Background: an optimization exercise with open tools, aiming at small area. Do not read the settings as production practice. Only simulation tests tie the RTL to the original design; equivalence was not proved. No activity file was given, so power comes from the tool's default toggle rates.

==> flow/design.v (outline; a module is shown in full before it is edited, if it fits) <==
// module exec_controller: 1238 lines
module exec_controller #(
    parameter int OPCODE_WIDTH = 15,
    parameter int PC_WIDTH     = 9,
    parameter int STACK_WIDTH  = 255,
    parameter int STACK_DEPTH  = 127
) (
    input  logic                   clk,
    input  logic                   rst,
    input  logic                   run,
    input  logic [OPCODE_WIDTH:0]  rom_data,
    input  logic [STACK_WIDTH:0]   top0,
    input  logic [STACK_WIDTH:0]   top1,
    output logic                   pc_load_sig,
    output logic                   pc_inc_sig,
    output logic [PC_WIDTH:0]      pc_load_val,
    output logic                   stack_push_sig,
    output logic [STACK_WIDTH:0]   stack_push_data,
    output logic [2:0]             stack_pop_sig,
    output logic [7:0]             depth,
    output logic                   halted,
    output logic                   fault
);
  // ...
==> flow/flow/run.sh <==
#!/bin/bash
# Standard ORFS layout, with two changes: Yosys's synth runs without its early generic ABC
# pass (SYNTH_ARGS=-noabc; the full ABC mapping after adder extraction still runs), and the
# port buffers are the smallest plain buffer (buf_1) instead of the delay cell buffer_ports
# picks by default.
set -euo pipefail
bash standard.sh \
  SYNTH_ARGS=-noabc \
  BUFFER_PORTS_ARGS="-buffer_cell sky130_fd_sc_hd__buf_1" \
  finish > standard.log 2>&1
==> flow/standard.sh <==
#!/bin/bash
# synth_recipe.tcl (not shown) runs the flow's synth.tcl, then flattens the netlist and writes it again
# the make line also repeats each setting of config.mk as NAME=value (left out here)
make -C /OpenROAD-flow-scripts/flow DESIGN_CONFIG=/design/flow/config.mk WORK_HOME=/design/flow/orfs CLKGATE_MAP_FILE= SYNTH_SCRIPT=/design/flow/synth_recipe.tcl "${@:-finish}"
==> flow/config.mk <==
export PLATFORM = sky130hd
export DESIGN_NAME = exec_controller
export DESIGN_NICKNAME = exec_controller
export VERILOG_FILES = /design/flow/design.v
export SDC_FILE = /design/flow/constraint.sdc
export NUM_CORES = 4
export LEC_CHECK = 0
export CAP_MARGIN = 0
export CORE_MARGIN = 2
export CORE_UTILIZATION = 25
export CTS_BUF_LIST = sky130_fd_sc_hd__clkbuf_2 sky130_fd_sc_hd__clkbuf_4
export SETUP_SLACK_MARGIN = 0
export SLEW_MARGIN = 0
==> flow/constraint.sdc <==
create_clock -name core_clock -period 14.0 [get_ports {clk}]
set_input_delay 2.8000 -clock core_clock [delete_from_list [all_inputs] [get_ports {clk}]]
set_output_delay 2.8000 -clock core_clock [all_outputs]
set_load 0.01 [all_outputs]
==> results by group, run 1 <==
Final layout
  • Multi-input gates: 1533
  • Final non-filler cell area: 0.01801 mm²
  • Non-Clock Buffer Count: between 800 and 900
  • Biggest register: depth_q
  • Clk tree area frac: 0.001667
  • Top Registers: depth_q x8, state_q x3

Critical path
  • R2r setup slk: between 10 and 15 ns
  • CP most frequent cell: ha_1

Place
  • Final GP Congestion: approximately 0.95
  • Detail Placement HPWL: between 50000 and 60000 µm
  • DP Area: roughly 0.018 mm²

Clock tree
  • TritonCTS clock tree: built
  • Clock-pin slew on the worst setup and hold paths: roughly 0.07 ns
  • Clock Path Buffers: 2
  • Hold Buf Count CTS: 0

Die
  • Die Span X: roughly 240 µm

Logic synthesis
  • Proportion of synthesized area in mux cells: 0.001702
  • Syn Area/Cell: ~8.4 µm²
  • Post-synthesis compound-gate area fraction: 0.1376
  • Largest family of logic cells by synthesized area: adder cells
  • Post-Synth Simple-Gate Area: 0.2382

Route
  • Met3 WL: 4781 µm

GRT
  • Met1 Use GR: 0.2592
  • First-pass GRT wire length: roughly 95000 µm
  • Largest net degree at the start of global routing: approximately 230

Timing
  • Fin worst setup slack: 0.5485 ns

Power and ir drop
  • Pwr top: combinational cells
  • Clk power: between 0.00002 and 0.000025 W
  • Sequential logic power: between 0.00006 and 0.00007 W

Worst hold path
  • Worst Hold Depth: 1
  • Min-delay src: state_q[0]$_DFF_PP0_

Outcome
  • Run status: complete, no violations
==> inputs of run 2 (changes only) <==
--- a/flow/config.mk
+++ b/flow/config.mk
@@ -5,9 +5,9 @@
 export SDC_FILE = /design/flow/constraint.sdc
 export NUM_CORES = 4
 export LEC_CHECK = 0
-export CAP_MARGIN = 0
+export CAP_MARGIN = 10
 export CORE_MARGIN = 2
-export CORE_UTILIZATION = 25
+export CORE_UTILIZATION = 30
 export CTS_BUF_LIST = sky130_fd_sc_hd__clkbuf_2 sky130_fd_sc_hd__clkbuf_4
 export SETUP_SLACK_MARGIN = 0
-export SLEW_MARGIN = 0
+export SLEW_MARGIN = 10
==> results by group, run 2 <==
Logic synthesis
  • Post-synth cell types: 55 (unchanged)
  • EDFF count, synth: 0 (unchanged)
  • Cell with the most instances after synthesis: nand2_1 (unchanged)
  • Share of the synthesized area in the top cell type: 0.3224 (unchanged)
  • Synth top area cells: fa_1 32%, ha_1 22%, and2_1 9.7% (unchanged)
  • Number of synthesized register bits: 11 (unchanged)
  • Post-Syn Area: 0.01397 mm² (unchanged)
  • Yosys warning count: 1 (unchanged)
  • Syn_nets: 2665 (unchanged)
  • Asr flop ratio synth: 1.000 (unchanged)
  • Syn Area/Cell: 8.410 µm² (unchanged)
  • Synth top cells by count: 280 x nand2_1, 266 x o21ai_0, 248 x ha_1, 225 x fa_1, 216 x and2_1 (unchanged)
  • Ys flop type: dfrtp_1 (unchanged)
  • Sequential-to-total area share from yosys stat: 0.01970 (unchanged)
  • Gate Count Post-Synth: 1661 (unchanged)
  • Synth area leader: fa_1 (unchanged)

Die
  • Rows: 79 (was 86)
  • Die H: 219.8 µm (was 240.4 µm)
  • Initial core utilization: 0.3020 (was 0.2531)
  • Die Span X: 219.8 µm (was 240.4 µm)

Outcome
  • Stop stage: 3_2_place_iop
  • Err: [ERROR PPL-0024] Number of IO pins (813) exceeds maximum number of available positions (790). Increase the die perimeter from 879.16um to 1105.68um.
  • Run status: did not finish (was complete, no violations)
[run 2: logic make-up after synthesis]
family,synth area share
buffers and inverters,0.03296
AND/OR/NAND/NOR,0.2382
flip-flops,0.01970
AO/OA/AOI/OAI,0.1376
adder cells (fa/ha/maj),0.5446
XOR/XNOR,0.02508
multiplexers,0.001702
other,0.0002684
==> inputs of run 3 (changes only) <==
--- a/flow/config.mk
+++ b/flow/config.mk
@@ -7,7 +7,7 @@
 export LEC_CHECK = 0
 export CAP_MARGIN = 10
 export CORE_MARGIN = 2
-export CORE_UTILIZATION = 30
+export CORE_UTILIZATION = 35
 export CTS_BUF_LIST = sky130_fd_sc_hd__clkbuf_2 sky130_fd_sc_hd__clkbuf_4
 export SETUP_SLACK_MARGIN = 0
 export SLEW_MARGIN = 10
==> results by group, run 3 <==
Logic synthesis
  • Synth top cells by count: 280 x nand2_1, 266 x o21ai_0, 248 x ha_1, 225 x fa_1, 216 x and2_1 (unchanged)
  • Post-synthesis compound-gate area fraction: 0.1376 (unchanged)
  • Proportion of synthesized area in mux cells: 0.001702 (unchanged)
  • Number of synthesized register bits: 11 (unchanged)
  • Synth area leader: fa_1 (unchanged)
  • Syn Area/Cell: 8.410 µm² (unchanged)
  • Gate Count Post-Synth: 1661 (unchanged)
  • Post-Synth Simple-Gate Area: 0.2382 (unchanged)
  • Largest family of logic cells by synthesized area: adder cells (unchanged)
  • Yosys warning count: 1 (unchanged)
  • Asr flop ratio synth: 1.000 (unchanged)
  • XOR/XNOR share of the synthesized area: 0.02508 (unchanged)
  • Syn_nets: 2665 (unchanged)
  • Sequential-to-total area share from yosys stat: 0.01970 (unchanged)
  • Ys flop type: dfrtp_1 (unchanged)
  • EDFF count, synth: 0 (unchanged)
  • Share of the synthesized area in the top cell type: 0.3224 (unchanged)
  • Synth top area cells: fa_1 32%, ha_1 22%, and2_1 9.7% (unchanged)
  • Cell with the most instances after synthesis: nand2_1 (unchanged)
  • Post-Syn Area: 0.01397 mm² (unchanged)
  • Post-synthesis adder-cell area fraction: 0.5446 (unchanged)
  • Post-synth cell types: 55 (unchanged)

Die
  • Die Span X: 203.8 µm (was 219.8 µm)
  • Rows: 73 (was 79)
  • Die H: 203.8 µm (was 219.8 µm)
  • Initial core utilization: 0.3532 (was 0.3020)

Outcome
  • Run status: did not finish (unchanged)
  • Stop stage: 3_2_place_iop (unchanged)
  • Err: [ERROR PPL-0024] Number of IO pins (813) exceeds maximum number of available positions (732). Increase the die perimeter from 815.14um to 1105.68um. (was [ERROR PPL-0024] Number of IO pins (813) exceeds maximum number of available positions (790). Increase the die perimeter from 879.16um to 1105.68um.)
[run 3: logic make-up after synthesis]
family	after synthesis
other	1
and+or+nand+nor	675
DFF	11
adders and majority gates	473
AOI/OAI and AO/OA	342
buffers and inverters	117
muxes	2
xor gates and xnor gates	40
==> inputs of run 4 (changes only) <==
--- a/flow/config.mk
+++ b/flow/config.mk
@@ -7,7 +7,8 @@
 export LEC_CHECK = 0
 export CAP_MARGIN = 10
 export CORE_MARGIN = 2
-export CORE_UTILIZATION = 35
+export CORE_UTILIZATION = 25
 export CTS_BUF_LIST = sky130_fd_sc_hd__clkbuf_2 sky130_fd_sc_hd__clkbuf_4
+export PLACE_DENSITY = 0.45
 export SETUP_SLACK_MARGIN = 0
 export SLEW_MARGIN = 10
==> results by group, run 4 <==
Die
  • Die Span X: 240.4 µm (was 203.8 µm)
  • Rows: 86 (was 73)
  • Top-Level Pins: approximately 810
  • Core outline area: about 0.055 mm²
  • Die H: 240.4 µm (was 203.8 µm)
  • Die area: 0.05778 mm²
  • Initial core utilization: 0.2531 (was 0.3532)

Clock tree
  • Clk root buf: clkbuf_4
  • # Post-CTS Setup Buffers: 0
  • Clock-pin slew on the worst setup and hold paths: roughly 0.060 ns
  • TritonCTS clock tree: built
  • Hold Buf Count CTS: 0
  • TritonCTS buffer count: 3
  • Worst skew pair latency: 0.27 ns
  • Post-cts resize count: 0
  • Clock Sinks: 11
  • H-tree Lvls: 1
  • Clock Path Buffers: 2

Logic synthesis
  • Share of the synthesized area in the top cell type: 0.3224 (unchanged)
  • Post-synth cell types: 55 (unchanged)
  • Synth area leader: fa_1 (unchanged)
  • Yosys warning count: 1 (unchanged)
  • Gate Count Post-Synth: 1661 (unchanged)
  • Sequential-to-total area share from yosys stat: 0.01970 (unchanged)
  • Syn_nets: 2665 (unchanged)
  • Synth top cells by count: 280 x nand2_1, 266 x o21ai_0, 248 x ha_1, 225 x fa_1, 216 x and2_1 (unchanged)
  • Syn Area/Cell: 8.410 µm² (unchanged)
  • Asr flop ratio synth: 1.000 (unchanged)
  • Synth top area cells: fa_1 32%, ha_1 22%, and2_1 9.7% (unchanged)
  • Post-Syn Area: 0.01397 mm² (unchanged)
  • Ys flop type: dfrtp_1 (unchanged)
  • Number of synthesized register bits: 11 (unchanged)
  • EDFF count, synth: 0 (unchanged)
  • Cell with the most instances after synthesis: nand2_1 (unchanged)

Power and ir drop
  • Peak VDD IR: 22.13 µV
  • Lkg Pwr: between 7 and 8 nW
  • Tot Pwr: approximately 0.00083 W
  • Power density over the cells: approximately 46 mW/mm²

Place
  • Detail Placement HPWL: between 60000 and 70000 µm
  • Port Buffer Count: slightly above 800
  • Final GP Congestion: approximately 1
  • Placed insts: ~3200
  • DP Worst Slack: ~0.43 ns

Critical path
  • Required time of the critical path: roughly 11 ns
  • Slowest stage delay, CP: between 0.4 and 0.5 ns
  • Crit path arrival time: roughly 11 ns
  • Kind of critical path: primary input to output pin
  • Slowest CP cell: fa_1
  • CP most frequent cell: ha_1
  • Crit path max fanout: 30
  • Worst setup EP type: output pin
  • Worst setup SP type: primary input

Outcome
  • Run status: complete, no violations (was did not finish)

Final layout
  • Flip-flop and latch area: 275.3 µm²
  • Fraction of layout cells with a size suffix above 1: 0.02358
  • Top Registers: depth_q x8, state_q x3
  • Post-layout nets: 3422
  • Footprint of the multi-input gates: between 0.01 and 0.015 mm²
  • Biggest register: depth_q
  • Fill cells: slightly above 6000
  • Syn-to-layout area delta: 28.59%
  • Max FFs per register: 8
  • Layout Cells excl Fill: 3176
  • Most frequent cells in the layout: 811 x buf_1, 279 x nand2_1, 266 x o21ai_0, 248 x ha_1, 225 x fa_1
  • Commonest non-fill, non-tap cell in the layout: buf_1

Route
  • Met3 WL: about 4200 µm
  • Initial DRC count: around 640
  • Final ANT Viol Nets: 0
  • Post-Route WL: between 70000 and 80000 µm
  • Via density: approximately 4.8
  • Drt first pass iters: 5
  • Drt wl/cell: ~23 µm
  • Top sig layer: met5
  • Wire length on met2: roughly 37000 µm
  • Routed via count: ~15000
  • Post-route DRC: 0
  • DRT met1 WL: around 29000 µm

Flow run
  • MaxCap Viol Count: 0

Timing
  • Fin worst setup slack: just over 0.5 ns
  • Tcrit/Tclk final: 0.9638
  • WHS: between 0.4 and 0.5 ns
  • Final setup fails: 0
  • Unrepaired setup endpoints after global routing: no
  • Max Fclk: between 70 and 80 MHz
  • Slew margin rel.: 0.4407
  • Final min period: between 10 and 15 ns
  • Worst Skew: 0.002564 ns
  • Setup TNS: 0 ns
  • Worst-Margin Slew: between 0.8 and 0.9 ns
  • Slew Limit Fails: 0
  • Fin. Hold Viols: 0

GRT
  • Initial antenna violation count: 21
  • Largest net degree at the start of global routing: 86
  • First-pass GRT wire length: approximately 100000 µm
  • Total GRT Usage: 0.2392
  • Vias in the first global route: 15545
  • Gr ovfl total: 0

Worst hold path
  • Worst min-delay path class: flop to flop
-- run 4: cell counts after synthesis --
Identical to the previous run, type by type.
-- run 4: layout make-up --
cell class,instances,share of cell area
Multi-Input combinational cell,1533,0.7378
Timing Repair Buffer,842,0.1859
Tap cell,748,0.05210
Sequential cell,11,0.01532
Inverter,27,0.005642
Clock buffer,4,0.001672
Antenna cell,11,0.001532
-- run 4: kinds of logic after synthesis --
logic type,share of synthesized area
compound gates,0.1376
xor+xnor,0.02508
fa+ha+maj,0.5446
buf+inv,0.03296
flops,0.01970
mux,0.001702
other cells,0.0002684
simple gates,0.2382
-- run 4: through the flow --
step | utilization | cell area (µm²)
2_1_floorplan | - | 13970
3_3_place_gp | 0.3244 | 17910
3_5_place_dp | 0.3244 | 17910
4_1_cts | 0.3249 | 17940
5_1_grt | 0.3253 | 17960
6_report | 0.3254 | 17960
-- run 4: path summary, 6_finish.rpt --
path,startpoint,endpoint,slack (ns),cells after the start
setup / recovery,rom_data[12],stack_push_data[239],0.51,32
hold / removal,state_q[0]$_DFF_PP0_,state_q[2]$_DFFE_PP0P_,0.46,1
setup reg to reg,depth_q[4]$_DFF_PP0_,depth_q[5]$_DFF_PP0_,11.31,9
hold reg to reg,state_q[0]$_DFF_PP0_,state_q[2]$_DFFE_PP0P_,0.46,1
max in group asynchronous,rst,state_q[2]$_DFFE_PP0P_,11.21,2
min in group asynchronous,rst,depth_q[1]$_DFF_PP0_,2.50,2
-- run 4: worst max-delay path, delay by kind of cell --
| family | cells | cell delay (ns) |
|---|---|---|
| buf+inv | 5 | 0.93 |
| fa+ha+maj | 15 | 4.38 |
| compound gates | 8 | 1.70 |
| simple gates | 3 | 0.71 |
| xor+xnor | 1 | 0.14 |
-- run 4: where the power goes --
group	leakage, nW	internal, W	switching [W]	total [W]
combinational	7.50	0.000312	0.000431	0.000742
sequential	0.140	0.0000434	0.0000193	0.0000627
clock	0.0185	0.0000130	0.0000103	0.0000232
-- run 4: metal layers --
metal,track usage,up-vias
met5,0,-
met4,0.04950,10
met3,0.04030,76
met2,0.4429,585
met1,0.2884,7266
li1,-,7192
==> inputs of run 5 (changes only) <==
--- a/flow/config.mk
+++ b/flow/config.mk
@@ -9,6 +9,5 @@
 export CORE_MARGIN = 2
 export CORE_UTILIZATION = 25
 export CTS_BUF_LIST = sky130_fd_sc_hd__clkbuf_2 sky130_fd_sc_hd__clkbuf_4
-export PLACE_DENSITY = 0.45
 export SETUP_SLACK_MARGIN = 0
 export SLEW_MARGIN = 10
==> results by group, run 5 <==
Outcome
  • Run status: complete, no violations (unchanged)

Place
  • DP Worst Slack: 0.3887 ns (was 0.4317 ns)
  • Port Buffer Count: 811 (unchanged)
  • Final GP Congestion: 0.9529 (was 0.9969)
  • Detail Placement HPWL: 59210 µm (was 64960 µm)

Timing
  • Slew Limit Fails: 0 (unchanged)
  • WHS: 0.4539 ns (was 0.4649 ns)
  • Slew margin rel.: 0.3707 (was 0.4407)
  • Fin worst setup slack: 0.5485 ns (was 0.5067 ns)
  • Final min period: 13.45 ns (was 13.49 ns)
  • Unrepaired setup endpoints after global routing: no (unchanged)
  • Max Fclk: 74.34 MHz (was 74.11 MHz)
  • Worst Skew: 0.002935 ns (was 0.002564 ns)
  • Tcrit/Tclk final: 0.9608 (was 0.9638)
  • Final setup fails: 0 (unchanged)
  • Fin. Hold Viols: 0 (unchanged)
  • Worst-Margin Slew: 0.9341 ns (was 0.8370 ns)
  • Setup TNS: 0 ns (unchanged)

Worst hold path
  • Worst min-delay path class: flop to flop (unchanged)
  • Hold path endpoint: state_q[0]$_DFF_PP0_ (was state_q[2]$_DFFE_PP0P_)
  • Worst Hold Depth: 1 (unchanged)
  • Min-delay src: state_q[0]$_DFF_PP0_ (unchanged)

Route
  • Drt wl/cell: 20.89 µm (was 22.70 µm)
  • Post-Route WL: 66550 µm (was 72090 µm)
  • Top sig layer: met5 (unchanged)
  • Via density: 4.733 (was 4.764)
  • Wire length on met2: 32490 µm (was 37440 µm)
  • Routed via count: 15078 (was 15129)
  • Final ANT Viol Nets: 0 (unchanged)
  • Drt first pass iters: 5 (unchanged)
  • DRT met1 WL: 25640 µm (was 28980 µm)
  • Initial DRC count: 720 (was 642)
  • Met3 WL: 4781 µm (was 4169 µm)
  • Post-route DRC: 0 (unchanged)

Logic synthesis
  • Gate Count Post-Synth: 1661 (unchanged)
  • Syn Area/Cell: 8.410 µm² (unchanged)
  • Asr flop ratio synth: 1.000 (unchanged)
  • Syn_nets: 2665 (unchanged)
  • Synth top area cells: fa_1 32%, ha_1 22%, and2_1 9.7% (unchanged)
  • Synth top cells by count: 280 x nand2_1, 266 x o21ai_0, 248 x ha_1, 225 x fa_1, 216 x and2_1 (unchanged)
  • Post-synth cell types: 55 (unchanged)
  • Share of the synthesized area in the top cell type: 0.3224 (unchanged)
  • Synth area leader: fa_1 (unchanged)
  • Post-Syn Area: 0.01397 mm² (unchanged)
  • Yosys warning count: 1 (unchanged)
  • EDFF count, synth: 0 (unchanged)
  • Ys flop type: dfrtp_1 (unchanged)
  • Cell with the most instances after synthesis: nand2_1 (unchanged)
  • Sequential-to-total area share from yosys stat: 0.01970 (unchanged)
  • Number of synthesized register bits: 11 (unchanged)

Clock tree
  • Hold Buf Count CTS: 0 (unchanged)
  • Clock Path Buffers: 2 (unchanged)
  • Clock Sinks: 11 (unchanged)
  • Clock-pin slew on the worst setup and hold paths: 0.07 ns (was 0.06 ns)
  • # Post-CTS Setup Buffers: 0 (unchanged)
  • Worst skew pair latency: 0.27 ns (about the same)
  • TritonCTS clock tree: built (unchanged)
  • Clk root buf: clkbuf_4 (unchanged)
  • TritonCTS buffer count: 3 (unchanged)
  • Post-cts resize count: 0 (unchanged)
  • H-tree Lvls: 1 (unchanged)

Critical path
  • Crit path max fanout: 38 (was 30)
  • R2r setup slk: 11.29 ns (was 11.31 ns)
  • R2R depth: 9 (unchanged)
  • Reg2reg start: depth_q[4]$_DFF_PP0_ (unchanged)
  • Slowest stage delay, CP: 0.49 ns (was 0.46 ns)
  • Kind of critical path: primary input to output pin (unchanged)
  • Worst setup EP type: output pin (unchanged)
  • Crit path arrival time: 10.65 ns (was 10.69 ns)
  • Required time of the critical path: 11.20 ns (about the same)
  • Slowest CP cell: fa_1 (unchanged)
  • CP most frequent cell: ha_1 (unchanged)
  • Critical R2R Capture: depth_q[7]$_DFF_PP0_ (was depth_q[5]$_DFF_PP0_)
  • Worst setup SP type: primary input (unchanged)

GRT
  • Total GRT Usage: 0.2201 (was 0.2392)
  • Largest net degree at the start of global routing: 226 (was 86)
  • Initial antenna violation count: 29 (was 21)
  • Vias in the first global route: 15320 (was 15545)
  • Gr ovfl total: 0 (unchanged)
  • First-pass GRT wire length: 94770 µm (was 101700 µm)

Final layout
  • Commonest non-fill, non-tap cell in the layout: buf_1 (unchanged)
  • Syn-to-layout area delta: 28.94% (was 28.59%)
  • Max FFs per register: 8 (unchanged)
  • Post-layout util: 0.3263 (was 0.3254)
  • Biggest register: depth_q (unchanged)
  • Post-layout nets: 3423 (was 3422)
  • Top Registers: depth_q x8, state_q x3 (unchanged)
  • Fraction of layout cells with a size suffix above 1: 0.02440 (was 0.02358)
  • Most frequent cells in the layout: 811 x buf_1, 279 x nand2_1, 266 x o21ai_0, 248 x ha_1, 225 x fa_1 (unchanged)

Die
  • Die H: 240.4 µm (unchanged)
  • Die area: 0.05778 mm² (unchanged)
  • Top-Level Pins: 813 (unchanged)
  • Die Span X: 240.4 µm (unchanged)
  • Core outline area: 0.05520 mm² (unchanged)
  • Rows: 86 (unchanged)
  • Initial core utilization: 0.2531 (unchanged)

Power and ir drop
  • Power density over the cells: 45.66 mW/mm² (was 46.11 mW/mm²)
  • Lkg Pwr: 7.667 nW (was 7.658 nW)
  • Peak VDD IR: 28.01 µV (was 22.13 µV)

Flow run
  • MaxCap Viol Count: 0 (unchanged)
## run 5: cell count changes in the layout (fill, tap and decap cells not counted), sizes merged
cell   delta
buf       +1
diode     +9
## run 5: worst max path at each step
stage                  from                   end  slack, ns
6_report       rom_data[13]  stack_push_data[159]       0.55
2_1_floorplan  rom_data[12]  stack_push_data[247]       1.52
5_1_grt        rom_data[13]  stack_push_data[239]       0.16
3_5_place_dp   rom_data[14]  stack_push_data[247]       0.39
3_3_place_gp   rom_data[14]  stack_push_data[222]       0.48
4_1_cts        rom_data[14]  stack_push_data[255]       0.39
## run 5: where the power goes
| group | internal (W) | switching (W) |
|---|---|---|
| sequential | 0.0000434 | 0.0000193 |
| combinational | 0.000313 | 0.000423 |
| clock | 0.0000130 | 0.0000107 |
## run 5: through the flow
step           cell area, µm²  power (W)  instances
6_report                18010  0.0008224       3186
5_1_grt                 18010  0.0009210       3185
4_1_cts                 17960  0.0008201       3166
3_5_place_dp            17930  0.0007878       3162
3_3_place_gp            17930  0.0007886       3162
2_1_floorplan           13970  0.0004953       1661
## run 5: cell type report
type                            count  area, µm²
Sequential cell                    11      275.3
Clock buffer                        4      30.03
Fill cell                        6076      37190
Tap cell                          748      935.9
Multi-Input combinational cell   1533      13260
Inverter                           27      101.3
Antenna cell                       20      50.05
Timing Repair Buffer              843       3359
## run 5: cell families (layout without fill, tap and decap cells)
group / count (synthesis) / count (layout) / synth area share
compound gates: 342 / 342 / 0.1376
xor+xnor: 40 / 40 / 0.02508
fa+ha+maj: 473 / 473 / 0.5446
buf+inv: 117 / 874 / 0.03296
flops: 11 / 11 / 0.01970
mux: 2 / 2 / 0.001702
other cells: 1 / 21 / 0.0002684
simple gates: 675 / 675 / 0.2382
## run 5: worst max-delay path, delay by kind of cell
family | cells | cell delay (ns)
AO/OA/AOI/OAI | 7 | 1.64
XOR/XNOR | 1 | 0.16
adder cells (fa/ha/maj) | 15 | 4.34
buffers and inverters | 4 | 0.79
AND/OR/NAND/NOR | 6 | 0.92
## run 5: layer usage
| metal | vias up | GRT usage |
|---|---|---|
| met2 | 656 | 0.3802 |
| met1 | 7067 | 0.2592 |
| met5 | - | 0 |
| li1 | 7211 | - |
| met4 | 8 | 0.1084 |
| met3 | 136 | 0.04466 |
==> inputs of run 6 (changes only) <==
--- a/flow/config.mk
+++ b/flow/config.mk
@@ -9,5 +9,6 @@
 export CORE_MARGIN = 2
 export CORE_UTILIZATION = 25
 export CTS_BUF_LIST = sky130_fd_sc_hd__clkbuf_2 sky130_fd_sc_hd__clkbuf_4
+export PLACE_DENSITY = 0.85
 export SETUP_SLACK_MARGIN = 0
 export SLEW_MARGIN = 10
==> results by group, run 6 <==
Critical path
  • Worst setup EP type: output pin (unchanged)
  • Crit path arrival time: 10.87 ns (was 10.65 ns)
  • Crit path max fanout: 67 (was 38)
  • Slowest stage delay, CP: 0.47 ns (was 0.49 ns)
  • Required time of the critical path: 11.20 ns (about the same)
  • Slowest CP cell: fa_1 (unchanged)
  • Kind of critical path: primary input to output pin (unchanged)
  • R2r setup slk: 11.33 ns (was 11.29 ns)
  • Worst setup SP type: primary input (unchanged)
  • CP most frequent cell: ha_1 (unchanged)

Final layout
  • Fraction of layout cells with a size suffix above 1: 0.01915 (was 0.02440)
  • Most frequent cells in the layout: 808 x buf_1, 279 x nand2_1, 265 x o21ai_0, 248 x ha_1, 225 x fa_1 (was 811 x buf_1, 279 x nand2_1, 266 x o21ai_0, 248 x ha_1, 225 x fa_1)
  • Footprint of the multi-input gates: 0.01327 mm² (was 0.01326 mm²)
  • Fill cells: 5835 (was 6076)
  • Post-layout nets: 3407 (was 3423)
  • Flip-flop and latch area: 275.3 µm² (unchanged)
  • Commonest non-fill, non-tap cell in the layout: buf_1 (unchanged)
  • Final non-filler cell area: 0.01792 mm² (was 0.01801 mm²)
  • Max FFs per register: 8 (unchanged)
  • Syn-to-layout area delta: 28.28% (was 28.94%)
  • Biggest register: depth_q (unchanged)
  • Top Registers: depth_q x8, state_q x3 (unchanged)
  • Post-layout util: 0.3246 (was 0.3263)

Logic synthesis
  • Number of synthesized register bits: 11 (unchanged)
  • EDFF count, synth: 0 (unchanged)
  • Syn Area/Cell: 8.410 µm² (unchanged)
  • Cell with the most instances after synthesis: nand2_1 (unchanged)
  • Syn_nets: 2665 (unchanged)
  • Synth top cells by count: 280 x nand2_1, 266 x o21ai_0, 248 x ha_1, 225 x fa_1, 216 x and2_1 (unchanged)
  • Asr flop ratio synth: 1.000 (unchanged)
  • Ys flop type: dfrtp_1 (unchanged)
  • Gate Count Post-Synth: 1661 (unchanged)
  • Synth top area cells: fa_1 32%, ha_1 22%, and2_1 9.7% (unchanged)
  • Share of the synthesized area in the top cell type: 0.3224 (unchanged)
  • Synth area leader: fa_1 (unchanged)
  • Yosys warning count: 1 (unchanged)
  • Sequential-to-total area share from yosys stat: 0.01970 (unchanged)
  • Post-Syn Area: 0.01397 mm² (unchanged)
  • Post-synth cell types: 55 (unchanged)

Timing
  • Unrepaired setup endpoints after global routing: no (unchanged)
  • Final setup fails: 0 (unchanged)
  • Slew Limit Fails: 0 (unchanged)
  • Slew margin rel.: 0.2645 (was 0.3707)
  • Worst Skew: 0.003104 ns (was 0.002935 ns)
  • Fin. Hold Viols: 0 (unchanged)
  • Tcrit/Tclk final: 0.9761 (was 0.9608)
  • Setup TNS: 0 ns (unchanged)
  • Max Fclk: 73.18 MHz (was 74.34 MHz)
  • Final min period: 13.67 ns (was 13.45 ns)
  • Worst-Margin Slew: 1.103 ns (was 0.9341 ns)

Place
  • DP Area: 0.01783 mm² (was 0.01793 mm²)
  • Port Buffer Count: 811 (unchanged)
  • Final GP Congestion: 1.004 (was 0.9529)
  • Detail Placement HPWL: 59910 µm (was 59210 µm)

Power and ir drop
  • Power density over the cells: 47.09 mW/mm² (was 45.66 mW/mm²)
  • Lkg Pwr: 7.620 nW (was 7.667 nW)
  • Peak VDD IR: 32.56 µV (was 28.01 µV)

Clock tree
  • H-tree Lvls: 1 (unchanged)
  • Clock Path Buffers: 2 (unchanged)
  • Clock-pin slew on the worst setup and hold paths: 0.07 ns (about the same)
  • Clock Sinks: 11 (unchanged)
  • TritonCTS clock tree: built (unchanged)
  • Worst skew pair latency: 0.28 ns (was 0.27 ns)
  • TritonCTS buffer count: 3 (unchanged)
  • Clk root buf: clkbuf_4 (unchanged)

GRT
  • Gr ovfl total: 0 (unchanged)
  • Initial antenna violation count: 35 (was 29)
  • Largest net degree at the start of global routing: 119 (was 226)
  • Total GRT Usage: 0.2284 (was 0.2201)
  • Vias in the first global route: 15465 (was 15320)
  • First-pass GRT wire length: 97200 µm (was 94770 µm)

Die
  • Initial core utilization: 0.2531 (unchanged)
  • Die area: 0.05778 mm² (unchanged)
  • Top-Level Pins: 813 (unchanged)
  • Rows: 86 (unchanged)
  • Die H: 240.4 µm (unchanged)
  • Die Span X: 240.4 µm (unchanged)
  • Core outline area: 0.05520 mm² (unchanged)

Route
  • Post-Route WL: 69790 µm (was 66550 µm)
  • Drt first pass iters: 7 (was 5)
  • Initial DRC count: 988 (was 720)
  • Drt wl/cell: 22.02 µm (was 20.89 µm)
  • Routed via count: 15747 (was 15078)
  • Post-route DRC: 0 (unchanged)
  • Final ANT Viol Nets: 0 (unchanged)
  • Via density: 4.969 (was 4.733)

Worst hold path
  • Worst min-delay path class: flop to flop (unchanged)

Flow run
  • MaxCap Viol Count: 0 (unchanged)

Outcome
  • Run status: complete, no violations (unchanged)
run 6: path summary, 6_finish.rpt:
path	from	to	cells past startpoint
max	rom_data[13]	stack_push_data[159]	34
min	state_q[0]$_DFF_PP0_	state_q[0]$_DFF_PP0_	1
max reg2reg	depth_q[4]$_DFF_PP0_	depth_q[5]$_DFF_PP0_	9
min reg2reg	state_q[0]$_DFF_PP0_	state_q[0]$_DFF_PP0_	1
max in group asynchronous	rst	depth_q[0]$_DFF_PP0_	2
min in group asynchronous	rst	state_q[2]$_DFFE_PP0P_	2
run 6: worst max-delay path, delay by kind of cell:
kind	cells	cell delay (ns)
compound gates	7	1.57
xor+xnor	1	0.25
fa+ha+maj	15	4.42
buf+inv	5	0.93
simple gates	6	0.83
run 6: what timing repair did:
action | CTS | global route
setup endpoints to repair | 0 | 16
resized for setup | 0 | 4
hold buffers | 0 | 0
buffers inserted | 0 | 0
run 6: area by class of cell:
cell class | count | area share
Tap cell | 748 | 0.05223
Antenna cell | 19 | 0.002653
Multi-Input combinational cell | 1533 | 0.7405
Inverter | 27 | 0.005656
Timing Repair Buffer | 827 | 0.1820
Clock buffer | 4 | 0.001676
Sequential cell | 11 | 0.01536
run 6: power by group:
group	total, W	internal, W	switching, W
Combinational	0.000756	0.000315	0.000440
Clock	0.0000246	0.0000130	0.0000116
Sequential	0.0000633	0.0000434	0.0000200
run 6: cells by family (layout without fill, tap and decap cells):
logic type                 count (synthesis)  in the layout  share of synthesized area
AOI/OAI and AO/OA                        342            342                     0.1376
xor gates and xnor gates                  40             40                    0.02508
adders and majority gates                473            473                     0.5446
buffers and inverters                    117            858                    0.03296
DFF                                       11             11                    0.01970
muxes                                      2              2                   0.001702
other                                      1             20                  0.0002684
and+or+nand+nor                          675            675                     0.2382
run 6: metal layers:
layer	share of wire	vias to the layer above	track usage
met2	0.46	1028	0.3710
li1	-	7179	-
met3	0.11	236	0.07371
met1	0.37	7288	0.2649
met5	0.0015	-	0
met4	0.061	16	0.1289
run 6: through the flow:
stage	total power [W]	hold WS [ns]	setup WS (ns)	cells
after floorplan	0.0004953	0.4235	1.517	1661
after global placement	0.0007737	0.4455	0.2359	3146
after detailed placement	0.0007936	0.4506	0.1319	3146
after CTS	0.0008254	0.4616	0.1598	3150
after global routing	0.0009276	0.4710	0.005213	3166
final	0.0008438	0.4621	0.3345	3169

==> static timing again, ports no longer ideal <==
No port has a modelled driver above. Below, the same layouts with a new extraction and two added sets of constraints. Step 1 assumes that a clkbuf_16 drives the clock port and a buf_2 every other input. Step 2 moves the port delays by t, midway between the first and last clock arrival at a register: inputs arrive t later, outputs are due t later. That takes back most of the time a late clock gives input paths. Three values: ideal, step 1, step 2; two values: the first two.
run	shift t [ns]	setup slack, ns	clock arrival spread, ns
run 1	0.301	0.548 / 0.519 / 0.519	0.003 / 0.002
run 4	0.310	0.507 / 0.461 / 0.461	0.003 / 0.002
run 5	0.301	0.548 / 0.519 / 0.519	0.003 / 0.002
run 6	0.304	0.335 / 0.303 / 0.303	0.003 / 0.003
After both steps setup and hold are still met in every run listed. The setup slack of run 4, which loses most, moves by -0.046 ns with the drivers and by -0.046 ns with both steps.
